This design comes from an exercise in tuning for small area, a short achievable clock period and few clock cycles on the open sky130 flow, not from production work. RTL that was checked went through simulation tests only; none was proved equivalent to the original.

// voxel_ray_traversal_unit
module voxel_ray_traversal_unit (
    input  wire logic        clk,
    input  wire logic        rst_n,
    input  wire logic        start,
    output logic             busy,
    input  wire logic        voxel_size_we,
    input  wire logic [4:0]  voxel_size,
    input  wire logic [15:0] start_x,
    input  wire logic [15:0] start_y,
    input  wire logic [15:0] start_z,
    input  wire logic [15:0] end_x,
    input  wire logic [15:0] end_y,
    input  wire logic [15:0] end_z,
    output logic             voxel_valid,
    output logic [7:0]       voxel_x,
    output logic [7:0]       voxel_y,
    output logic [7:0]       voxel_z,
    output logic             last_voxel_flag,
    output logic             truncated
);
    function automatic logic [16:0] rstep(input logic [16:0] x, input logic [15:0] dx,
                                          input logic cin);
        logic [17:0] m;
        m = {1'b0, x} + {2'b11, dx} + {17'd0, cin};
        rstep = m[17] ? {1'b0, x[15:0]} : {1'b1, m[15:0]};
    endfunction
    function automatic logic [5:0] istep(input logic [4:0] r, input logic b,
                                         input logic [4:0] v);
        logic [6:0] m;
        m = {1'b0, r, b} - {2'b00, v};
        istep = m[6] ? {1'b0, r[3:0], b} : {1'b1, m[4:0]};
    endfunction
    logic [4:0]  v;             
    logic        fe_idx, fe_rdy, fe_opl;
    logic [3:0]  fcnt;
    logic [7:0]  ncur  [3];     
    logic [7:0]  nendv [3];     
    logic [7:0]  nslo  [3];     
    logic [15:0] ndx   [3];     
    logic [15:0] ndxv  [3];     
    logic [2:0]  ndcin;
    logic [2:0]  nneg;
    logic [5:0]  ri_s  [3];     
    logic [4:0]  ri_e  [3];
    logic [2:0]  sat_n_now;
    logic [2:0]  nsat_s;
    logic        dv_run, dv_full;
    logic [4:0]  dcnt;
  ...
Settings: LEC_CHECK=0, CAP_MARGIN=30, CORE_MARGIN=2, CORE_UTILIZATION=40, SETUP_SLACK_MARGIN=4.7, SLEW_MARGIN=30, TNS_END_PERCENT=5; clock period 8.0 ns.
standard.sh (not shown) runs the stock make flow with config.mk's settings and CLKGATE_MAP_FILE= SYNTH_SCRIPT=/design/flow/synth_recipe.tcl, a recipe that flattens the netlist after the stock synthesis.
==> flow/flow/run.sh <==
#!/bin/bash
# The standard layout (standard.sh), with the port buffers that
# buffer_ports inserts made as sky130_fd_sc_hd__buf_4 instead of the
# library's smallest buffer (a slow delay cell).  Every port is still
# buffered.  The full output goes to standard.log.
set -euo pipefail
export BUFFER_PORTS_ARGS="-buffer_cell sky130_fd_sc_hd__buf_4"
bash standard.sh > standard.log 2>&1
Testbench counts at the start, summed over its fixed seeds: cycles 14,374.
Next try:
CTS_CLUSTER_DIAMETER = 60   (was default)
CTS_CLUSTER_SIZE = 20   (was default)
What happened:
- routed wire length is lower by 0.71%
- final area is about the same
- final cell count is about the same
- maximum frequency came out higher by about 2.7%
- clock skew rose by 0.016 ns
- register-to-register slack gets better by 0.09 ns
- sequential share of layout area stays flat
- area after synthesis is unchanged

Another version of the RTL of voxel_ray_traversal_unit (not shown whole).
Size: roughly 810 flip-flops, roughly 48000 um^2 of cells after synthesis.
==> flow/config.mk <==
export PLATFORM = sky130hd
export DESIGN_NAME = voxel_ray_traversal_unit
export DESIGN_NICKNAME = voxel_ray_traversal_unit
export VERILOG_FILES = /design/flow/design.v
export SDC_FILE = /design/flow/constraint.sdc
export NUM_CORES = 4
export LEC_CHECK = 0
export CAP_MARGIN = 30
export CORE_MARGIN = 2
export CORE_UTILIZATION = 40
export SETUP_SLACK_MARGIN = 4.7
export SLEW_MARGIN = 30
export TNS_END_PERCENT = 5
==> flow/constraint.sdc <==
create_clock -name core_clock -period 8.0 [get_ports {clk}]
set_input_delay 1.6000 -clock core_clock [delete_from_list [all_inputs] [get_ports {clk}]]
set_output_delay 1.6000 -clock core_clock [all_outputs]
set_load 0.01 [all_outputs]
run.sh (not shown) runs the stock make flow with config.mk's settings and CLKGATE_MAP_FILE= SYNTH_SCRIPT=/design/flow/synth_recipe.tcl, a recipe that flattens the netlist after the stock synthesis.
Stock flow here: none of the scripts above is used.
Then changed:
- CTS_BUF_LIST: unset -> sky130_fd_sc_hd__clkbuf_8
- CTS_CLUSTER_SIZE: unset -> 20
- TNS_END_PERCENT: 5 -> unset
What happened:
- wire length rose by 2.7%
- cell count rose by 3.1%
- die area does not change
- cell area rose by about 2.6%
- setup slack gets better by 22 ps
- non-clock buffer count rose by 95
- hold slack barely changes
- sequential share of layout area fell by 0.89 points
- clock skew rose by 18 ps
- global-route usage rose by 0.23 points
No run of this note included a check of the RTL's function; only the layout flow was run.

-- separate check: timing with driven ports --
The results above use ideal ports. As a check the final layouts listed here were re-extracted and re-timed, cells and wires unchanged. Step 1 (the two cells are an assumption about what drives the block):
set clk [get_ports {clk}]
set_driving_cell -lib_cell sky130_fd_sc_hd__clkbuf_16 $clk
set_driving_cell -lib_cell sky130_fd_sc_hd__buf_2 [delete_from_list [all_inputs] $clk]
Step 2 moves the port delays by t, midway between the first and last clock arrival at a register: inputs arrive t later, outputs are due t later. That takes back most of the time a late clock gives input paths. Slacks: no drivers / after step 1 / after step 2; pairs: no drivers / after step 1.
run	t, ns	setup WS [ns]	slew at the worst register clock pin (ns)
the first run of note 1	0.744	4.541 / 4.541 / 4.541	0.07 / 0.07
the second run of note 1	0.740	4.631 / 4.603 / 4.631	0.08 / 0.08
the first run of note 2	0.768	4.331 / 4.257 / 4.357	0.07 / 0.07
the second run of note 2	0.925	4.353 / 4.353 / 4.353	0.07 / 0.07
After both steps setup and hold are still met in every run listed.
